Context: an optimization exercise on an open-source flow, tuned for small area and a short achievable clock period. The choices shown serve that exercise and are no tape-out recipe.
Function was checked by simulation only, so behaviour that the tests miss may differ from the original.
No activity file was given, so power comes from the tool's default toggle rates.

$ cat design/flow/design.v
module branch_predictor #(
    parameter int unsigned INDEX_W = 6,
    parameter int unsigned TAG_W   = 8
) (
    input  logic        clk_i,
    input  logic        rst_i,
    input  logic [31:0] pc_f_i,
    output logic        pred_taken_o,
    output logic [31:0] pred_pc_o,
    input  logic        ex_valid_i,
    input  logic        ex_is_br_i,
    input  logic [31:0] ex_pc_i,
    input  logic [31:0] ex_target_i,
    input  logic [2:0]  ex_funct3_i,
    input  logic        ex_pred_taken_i,
    input  logic [31:0] ex_pred_pc_i,
    input  logic        br_less_i,
    input  logic        br_equal_i,
    output logic        br_unsigned_o,
    output logic        br_taken_o,
    output logic        mispredict_o,
    output logic [31:0] redirect_pc_o,
    output logic [31:0] br_count_o,
    output logic [31:0] miss_count_o
);
    localparam int unsigned ENTRIES = 1 << INDEX_W;
    logic [ENTRIES-1:0]            valid_q;
    logic [ENTRIES-1:0]            ctr1_q;
    logic [ENTRIES-1:0]            ctr0_q;
    logic [ENTRIES-1:0][TAG_W-1:0] tag_q;
    logic [ENTRIES-1:0][31:0]      target_q;
    logic [31:0]                   br_count_q;
    logic [31:0]                   miss_count_q;
    logic [INDEX_W-1:0] f_idx;
    logic [TAG_W-1:0]   f_tag;
    logic [INDEX_W-1:0] ex_idx;
    logic [TAG_W-1:0]   ex_tag;
    logic               ex_hit;
    logic [1:0]         ex_ctr;
    logic [1:0]         ex_ctr_nx;
    logic               legal;
    logic               outcome;
    logic               res;
    assign f_idx  = pc_f_i[INDEX_W+1:2];
    assign f_tag  = pc_f_i[INDEX_W+TAG_W+1:INDEX_W+2];
    assign ex_idx = ex_pc_i[INDEX_W+1:2];
    assign ex_tag = ex_pc_i[INDEX_W+TAG_W+1:INDEX_W+2];
    logic [ENTRIES-1:0] f_oh;
    logic [ENTRIES-1:0] x_oh;
    logic [ENTRIES-1:0] f_hit;
    logic [31:0]        f_pcp4;
    logic [1:0]         f_none;     
    logic [31:0]        f_tgt_n0;   
    logic [31:0]        f_tgt_n1;   
    logic [31:0]        f_pc_n;     
    logic [TAG_W-1:0]   x_tagr;
    logic               x_valid;
    logic [1:0]         x_ctr;
    always_comb begin
        for (int i = 0; i < int'(ENTRIES); i++) begin
            f_oh[i]  = (f_idx == INDEX_W'(i));
            x_oh[i]  = (ex_idx == INDEX_W'(i));
        end
    end
    assign f_pcp4 = pc_f_i + 32'd4;
    for (genvar i = 0; i < int'(ENTRIES); i++) begin : g_fhit
        branch_predictor_hit u_hit (.t_i(tag_q[i]), .f_i(f_tag), .s_ni(~(f_oh[i] & ctr1_q[i])),
                                    .y_o(f_hit[i]));
    end
    branch_predictor_ortree u_none0 (.a_i(f_hit[31:0]),  .y_no(f_none[0]));
    branch_predictor_ortree u_none1 (.a_i(f_hit[63:32]), .y_no(f_none[1]));
    branch_predictor_nand2  u_take  (.a_i(f_none[0]), .b_i(f_none[1]), .y_o(pred_taken_o));
    for (genvar j = 0; j < 32; j++) begin : g_pbit
        logic [63:0] tcol;
        for (genvar i = 0; i < int'(ENTRIES); i++) begin : g_col
            assign tcol[i] = target_q[i][j];
        end
        branch_predictor_selor u_t0 (.s_i(f_hit[31:0]),  .d_i(tcol[31:0]),  .y_no(f_tgt_n0[j]));
        branch_predictor_selor u_t1 (.s_i(f_hit[63:32]), .d_i(tcol[63:32]), .y_no(f_tgt_n1[j]));
        branch_predictor_nand3 u_pc (.a_i(f_pcp4[j]), .b_i(f_none[0]), .c_i(f_none[1]),
                                     .y_o(f_pc_n[j]));
        branch_predictor_nand3 u_o  (.a_i(f_tgt_n0[j]), .b_i(f_tgt_n1[j]), .c_i(f_pc_n[j]),
                                     .y_o(pred_pc_o[j]));
    end
    assign br_unsigned_o = ex_funct3_i[1];
    always_comb begin
        legal   = 1'b1;
        outcome = 1'b0;
        case (ex_funct3_i)
            3'b000:         outcome = br_equal_i;
            3'b001:         outcome = ~br_equal_i;
            3'b100, 3'b110: outcome = br_less_i;
            3'b101, 3'b111: outcome = ~br_less_i;
            default:        legal   = 1'b0;
        endcase
    end
    assign res           = ex_valid_i && ex_is_br_i && legal;
    assign br_taken_o    = res && outcome;
    assign mispredict_o  = res && ((br_taken_o != ex_pred_taken_i) ||
                                   (br_taken_o && (ex_pred_pc_i != ex_target_i)));
    assign redirect_pc_o = br_taken_o ? ex_target_i : ex_pc_i + 32'd4;
    logic [TAG_W+2:0] x_rd;
    logic [ENTRIES-1:0][TAG_W+2:0] x_ent;
    for (genvar i = 0; i < int'(ENTRIES); i++) begin : g_xent
        assign x_ent[i] = {ctr1_q[i], ctr0_q[i], tag_q[i], valid_q[i]};
    end
    for (genvar b = 0; b < TAG_W + 3; b++) begin : g_xrd
        logic [63:0] xcol;
        logic [1:0]  xn;
        for (genvar i = 0; i < int'(ENTRIES); i++) begin : g_col
            assign xcol[i] = x_ent[i][b];
        end
        branch_predictor_selor u_x0 (.s_i(x_oh[31:0]),  .d_i(xcol[31:0]),  .y_no(xn[0]));
        branch_predictor_selor u_x1 (.s_i(x_oh[63:32]), .d_i(xcol[63:32]), .y_no(xn[1]));
        branch_predictor_nand2 u_x  (.a_i(xn[0]), .b_i(xn[1]), .y_o(x_rd[b]));
    end
    assign x_valid = x_rd[0];
    assign x_tagr  = x_rd[TAG_W:1];
    assign x_ctr   = x_rd[TAG_W+2:TAG_W+1];
    assign ex_hit = x_valid && (x_tagr == ex_tag);
    assign ex_ctr = x_ctr;
    always_comb begin
        if (!ex_hit)              ex_ctr_nx = 2'b10;
        else if (br_taken_o)      ex_ctr_nx = (ex_ctr == 2'b11) ? 2'b11 : ex_ctr + 2'd1;
        else                      ex_ctr_nx = (ex_ctr == 2'b00) ? 2'b00 : ex_ctr - 2'd1;
    end
    for (genvar i = 0; i < int'(ENTRIES); i++) begin : g_ent
        logic sel;
        assign sel = res && x_oh[i];
        always_ff @(posedge clk_i or posedge rst_i) begin
            if (rst_i) begin
                valid_q[i] <= 1'b0;
                ctr1_q[i]  <= 1'b0;
            end else if (sel && (br_taken_o || ex_hit)) begin
                valid_q[i] <= 1'b1;
                ctr1_q[i]  <= ex_ctr_nx[1];
            end
        end
        logic                 we_c;            
        logic                 we_t, we_t_n;    
        logic [TAG_W-1:0]     tag_nx;
        logic [31:0]          target_nx;
        assign we_c   = sel && (br_taken_o || ex_hit);
        assign we_t   = sel && br_taken_o;
        assign we_t_n = ~we_t;
        for (genvar b = 0; b < int'(TAG_W); b++) begin : g_tag
            branch_predictor_hold u_h (.e_i(we_t), .en_i(we_t_n), .d_i(ex_tag[b]),
                                       .q_i(tag_q[i][b]), .y_o(tag_nx[b]));
        end
        for (genvar b = 0; b < 32; b++) begin : g_tgt
            branch_predictor_hold u_h (.e_i(we_t), .en_i(we_t_n), .d_i(ex_target_i[b]),
                                       .q_i(target_q[i][b]), .y_o(target_nx[b]));
        end
        always_ff @(posedge clk_i) begin
            if (we_c) begin
                ctr0_q[i] <= ex_ctr_nx[0];
            end
            tag_q[i]    <= tag_nx;
            target_q[i] <= target_nx;
        end
    end
    always_ff @(posedge clk_i or posedge rst_i) begin
        if (rst_i) begin
            br_count_q   <= '0;
            miss_count_q <= '0;
        end else begin
            if (res) begin
                br_count_q <= br_count_q + 32'd1;
            end
            if (mispredict_o) begin
                miss_count_q <= miss_count_q + 32'd1;
            end
        end
    end
    assign br_count_o   = br_count_q;
    assign miss_count_o = miss_count_q;
endmodule
module branch_predictor_nand2 (input logic a_i, input logic b_i, output logic y_o);
    assign y_o = ~(a_i & b_i);
endmodule
module branch_predictor_nor2 (input logic a_i, input logic b_i, output logic y_o);
    assign y_o = ~(a_i | b_i);
endmodule
module branch_predictor_nand3 (input logic a_i, input logic b_i, input logic c_i,
                               output logic y_o);
    assign y_o = ~(a_i & b_i & c_i);
endmodule
module branch_predictor_ortree (
    input  logic [31:0] a_i,
    output logic        y_no
);
    logic [15:0] l1;
    logic [7:0]  l2;
    logic [3:0]  l3;
    logic [1:0]  l4;
    for (genvar k = 0; k < 16; k++) begin : g_l1
        branch_predictor_nor2 u (.a_i(a_i[2*k]), .b_i(a_i[2*k+1]), .y_o(l1[k]));
    end
    for (genvar k = 0; k < 8; k++) begin : g_l2
        branch_predictor_nand2 u (.a_i(l1[2*k]), .b_i(l1[2*k+1]), .y_o(l2[k]));
    end
    for (genvar k = 0; k < 4; k++) begin : g_l3
        branch_predictor_nor2 u (.a_i(l2[2*k]), .b_i(l2[2*k+1]), .y_o(l3[k]));
    end
    for (genvar k = 0; k < 2; k++) begin : g_l4
        branch_predictor_nand2 u (.a_i(l3[2*k]), .b_i(l3[2*k+1]), .y_o(l4[k]));
    end
    branch_predictor_nor2 u_l5 (.a_i(l4[0]), .b_i(l4[1]), .y_o(y_no));
endmodule
module branch_predictor_sel4 (
    input  logic [3:0] s_i,
    input  logic [3:0] d_i,
    output logic       y_o
);
    assign y_o = |(s_i & d_i);
endmodule
module branch_predictor_selor (
    input  logic [31:0] s_i,
    input  logic [31:0] d_i,
    output logic        y_no
);
    logic [7:0]  l2;
    logic [3:0]  l3;
    logic [1:0]  l4;
    for (genvar k = 0; k < 8; k++) begin : g_l2
        branch_predictor_sel4 u (.s_i(s_i[4*k+3:4*k]), .d_i(d_i[4*k+3:4*k]), .y_o(l2[k]));
    end
    for (genvar k = 0; k < 4; k++) begin : g_l3
        branch_predictor_nor2 u (.a_i(l2[2*k]), .b_i(l2[2*k+1]), .y_o(l3[k]));
    end
    for (genvar k = 0; k < 2; k++) begin : g_l4
        branch_predictor_nand2 u (.a_i(l3[2*k]), .b_i(l3[2*k+1]), .y_o(l4[k]));
    end
    branch_predictor_nor2 u_l5 (.a_i(l4[0]), .b_i(l4[1]), .y_o(y_no));
endmodule
module branch_predictor_xor2 (input logic a_i, input logic b_i, output logic y_o);
    assign y_o = a_i ^ b_i;
endmodule
module branch_predictor_nor3 (input logic a_i, input logic b_i, input logic c_i,
                              output logic y_o);
    assign y_o = ~(a_i | b_i | c_i);
endmodule
module branch_predictor_hit (
    input  logic [7:0] t_i,
    input  logic [7:0] f_i,
    input  logic       s_ni,
    output logic       y_o
);
    logic [7:0] x;
    logic [3:0] e;
    logic [1:0] m;
    for (genvar k = 0; k < 8; k++) begin : g_x
        branch_predictor_xor2 u (.a_i(t_i[k]), .b_i(f_i[k]), .y_o(x[k]));
    end
    for (genvar k = 0; k < 4; k++) begin : g_e
        branch_predictor_nor2 u (.a_i(x[2*k]), .b_i(x[2*k+1]), .y_o(e[k]));
    end
    for (genvar k = 0; k < 2; k++) begin : g_m
        branch_predictor_nand2 u (.a_i(e[2*k]), .b_i(e[2*k+1]), .y_o(m[k]));
    end
    branch_predictor_nor3 u_y (.a_i(m[0]), .b_i(m[1]), .c_i(s_ni), .y_o(y_o));
endmodule
module branch_predictor_hold (input logic e_i, input logic en_i, input logic d_i,
                              input logic q_i, output logic y_o);
    assign y_o = (e_i & d_i) | (en_i & q_i);
endmodule
$ cat design/flow/run.sh
#!/bin/bash
# synth_recipe.tcl (not shown) runs the flow's synth.tcl, then flattens the netlist and writes it again
# the make line also repeats each setting of config.mk as NAME=value (left out here)
make -C /OpenROAD-flow-scripts/flow DESIGN_CONFIG=/design/flow/config.mk WORK_HOME=/design/flow/orfs CLKGATE_MAP_FILE= SYNTH_SCRIPT=/design/flow/synth_recipe.tcl finish
$ cat design/flow/config.mk
export PLATFORM = sky130hd
export DESIGN_NAME = branch_predictor
export DESIGN_NICKNAME = branch_predictor
export VERILOG_FILES = /design/flow/design.v
export SDC_FILE = /design/flow/constraint.sdc
export NUM_CORES = 4
export LEC_CHECK = 0
export CAP_MARGIN = 20
export CORE_MARGIN = 2
export CORE_UTILIZATION = 45
export CTS_CLUSTER_DIAMETER = 80
export CTS_CLUSTER_SIZE = 30
export SETUP_SLACK_MARGIN = 4.0
export SLEW_MARGIN = 20
export SYNTH_HIERARCHICAL = 1
export TNS_END_PERCENT = 0
$ cat design/flow/constraint.sdc
create_clock -name core_clock -period 10.0 [get_ports {clk_i}]
set_input_delay 2.0000 -clock core_clock [delete_from_list [all_inputs] [get_ports {clk_i}]]
set_output_delay 2.0000 -clock core_clock [all_outputs]
set_load 0.01 [all_outputs]
==> metrics.yaml <==
status: "finished clean"
ys_ff_latch: 2816
setup-violations-final: 0
synth_top_cell_by_area: "dfxtp_1"
worstSetupStartpointType: "input pin"
cts_tree: "done"
clk_pin_slew_worst_paths_ns: 0.10
synthFlopType: "dfxtp_1"
leakage_nw: 56.8
place.detailed.hpwl_um: 312000
crit_required_ns: 8.00
vias_per_cell: 6.78
track_usage: 0.385
place_congestion: 1.01
vias: 98900
synth_fa_ha_area_frac: 0.00124
power.switching_mw: 5.46
layout_common_cells: "a22o_1, dfxtp_1, a22oi_1"
tightest_slew_ns: 1.20
skew_ns: 0.0458
die_width_um: 496
hp-start: "valid_q[53]$_DFFE_PP0P_"
numCtsBuffers: 137
cts.sink_count: 2816
max_freq_mhz: 147
dr.pass1.iters: 8
antenna_found_initial: 30
cts-root-buf: "clkbuf_16"
crit_type: "in -> out"
dieArea_um2: 246000
wl_per_cell_um: 33.9
synth_area_um2: 109000
synth_top_cell_area_share: 0.471
drt-initial-drc-count: 14600
cp.arrival_ns: 4.80
fill_cells: 21000
drcViolationCount: 0
grt-ovfl-total: 0
post-route-min-period_ns: 6.80
async_flop_share: 0.0682
nets: 11400
synth_compound_area_frac: 0.307
synthCells: 10200
place.port_buffers: 269
core_um2: 241000
seqPwrFrac: 0.572
worstSkewPairLatency_ns: 0.90
synthXorXnorAreaFrac: 0.0539
cts_buffer_depth: 3
die_height_um: 496
fin_crit_sh: 0.680
synthSimpleGateAreaFrac: 0.0986
max-slew-margin-rel: 0.195
place_ws_ns: 0.986
syn_avg_cell_area_um2: 10.6
start_util: 0.453
setup_slack_ns: 3.20
switching_share: 0.259
critPathLaunch: "pc_f_i[12]"
yosys-top-cells-area: "dfxtp_1, a22o_1, a22oi_1"
yosys_warnings: 7
final.setup.tns_ns: 0
p_int_mw: 15.7
wirelength_um: 494000
grt_max_degree: 65
slew_violations: 0
io_pins: 270
seqCellArea_um2: 58000
maxCapViolCount: 0
synth_top_family_by_area: "compound AO/OA/AOI/OAI gates"
ant_nets: 0
final_layout_size_suffix_gt1_frac: 0.149
ir_drop_mv: 0.163
grt_setup_unrepaired: "true"
cp_max_fo: 26
syn_to_final_growth_pct: 20.6
yosysUniqueCellTypes: 40
final_hold_viol_count: 0
multi_input_area_um2: 53200
hold_class: "reg -> reg"
grt_pass1_vias: 92000
synth_edf_count: 64
cts-htree-levels: 4
regToRegStartpoint: "tag_q[309]$_DFF_P_"
syn_nets: 10400
combPwrFrac: 0.079
synth-seq-area-share: 0.533
muxShareOfSynthArea: 0.000517
rows: 180
end_kind: "primary output"
grt_pass1_wl_um: 693000
power.density_nw_per_um2: 161
p_clk_frac: 0.349
## repair_timing
item | in CTS | in global routing
gates resized for setup | 953 | 132
hold buffers | 0 | 0
setup endpoints to repair | 378 | 323
cloned | 50 | 10
pin swaps | 184 | 86
setup buffers | 243 | 55
## layer usage
| layer | part of all wire | GRT usage |
|---|---|---|
| met4 | 0.072 | 0.238 |
| met5 | 0.00022 | 0 |
| met1 | 0.40 | 0.525 |
| met2 | 0.41 | 0.547 |
| met3 | 0.12 | 0.0935 |
## cell families (layout without fill, tap and decap cells)
| kind of cell | Yosys count | after routing |
|---|---|---|
| flops | 2816 | 2816 |
| mux | 5 | 5 |
| compound gates | 4030 | 4030 |
| xor+xnor | 670 | 670 |
| buf+inv | 160 | 1329 |
| other cells | 0 | 10 |
| fa+ha+maj | 11 | 11 |
| simple gates | 2535 | 2542 |
## sequential cells by signal, indices dropped and copies added, names as in the netlist
name,count
target_q,2048
tag_q,512
ctr0_q,64
ctr1_q,64
valid_q,64
br_count_q,32
miss_count_q,32
## worst max-delay path: stages
cell and delay (ns):
buf_16 0.19, buf_12 0.16, buf_16 0.17, xor2_1 0.15
nor2_1 0.07, nand2_2 0.11, nor3_4 0.07, buf_4 0.15
buf_8 0.16, a22oi_1 0.19, nand2_1 0.14, nor2_4 0.21
nand2_2 0.15, nor2_4 0.45, nand3_2 0.20, buf_6 0.18
## cell usage after synthesis, drive strengths merged, types with 5 or more instances
master      n
nand4      19
a2bb2oi    64
edfxtp     64
a22oi    1376
nand2    1211
dfxtp    2560
and3       31
nor2b      10
nor4       20
nor3      130
dfrtp     192
buf        16
nor2      832
clkbuf     44
and4        7
or2        68
ha         10
mux2        5
and2       16
xor2      601
inv       100
xnor2      69
nand3     175
o21ai      26
a22o     2560
## per-stage QoR
stage          instances   util  hold WS (ns)  area [µm²]  total power, mW
2_1_floorplan      10200      -         0.440      109000             12.9
3_3_place_gp       14000  0.493         0.449      119000             13.7
3_5_place_dp       14000  0.493         0.453      119000             13.8
4_1_cts            14500  0.541         0.477      130000             21.1
5_1_grt            14600  0.546         0.489      131000             21.7
6_report           14600  0.546         0.479      131000             21.1
## per-module statistics from Yosys (local to each module, per instance), excerpt
| module | cells inside | flip-flops and latches | times used | area (µm²) |
|---|---|---|---|---|
| branch_predictor_nand3 | 1 | 0 | 64 | 5.00 |
| branch_predictor_xor2 | 1 | 0 | 512 | 8.76 |
| branch_predictor | 3903 | 2816 | 1 | 64100 |
| branch_predictor_sel4 | 3 | 0 | 688 | 18.8 |
| branch_predictor_nand2 | 1 | 0 | 332 | 3.75 |
| branch_predictor_nor3 | 1 | 0 | 64 | 10.0 |
| branch_predictor_hold | 1 | 0 | 2560 | 8.76 |
| branch_predictor_nor2 | 1 | 0 | 728 | 3.75 |
## power by group through the flow
stage / combinational (mW) / sequential, mW / clock [mW]
6_report: 1.67 / 12.1 / 7.38
5_1_grt: 1.72 / 12.1 / 7.81
4_1_cts: 1.59 / 12.1 / 7.41
3_5_place_dp: 1.46 / 12.3 / 0
3_3_place_gp: 1.43 / 12.3 / 0
2_1_floorplan: 0.655 / 12.2 / 0
## area by class of cell
type,count,area share
Timing Repair inverter,2,0.000191
Sequential cell,2816,0.442
Clock buffer,156,0.0285
Timing Repair Buffer,982,0.0811
Clock inverter,89,0.00962
Tap cell,3185,0.0304
Antenna cell,10,0.000191
Multi-Input combinational cell,7258,0.405
Inverter,100,0.00306
## worst paths after layout
path                       cells past startpoint  slack, ns                    endpoint
max                                           16       3.20                pred_pc_o[5]
min reg2reg                                    1       0.48     valid_q[53]$_DFFE_PP0P_
min in group asynchronous                      2       1.53  br_count_q[16]$_DFFE_PP0N_
min                                            1       0.48     valid_q[53]$_DFFE_PP0P_
max reg2reg                                   12       5.94        ctr0_q[39]$_DFFE_PP_
max in group asynchronous                      4       6.37     valid_q[28]$_DFFE_PP0P_

-- re-timing with driven ports --
No port has a modelled driver above. Below, the same layout with a new extraction and two added sets of constraints.
Step 1: set_driving_cell puts a clkbuf_16 on clk_i and a buf_2 on each other input, an assumption about the parent block.
Step 2 moves the port delays by t, midway between the first and last clock arrival at a register: inputs arrive t later, outputs are due t later. That takes back most of the time a late clock gives input paths.
a / b / c = ideal ports / drivers / drivers and shift; a / b = the first two.
t, ns: 0.972
slack for setup (ns): 3.200 / 2.928 / 2.397
slew at the worst register clock pin (ns): 0.12 / 0.12
After both steps this run still meets setup and hold. The setup slack of this run moves by -0.272 ns with the drivers and by -0.803 ns with both steps.
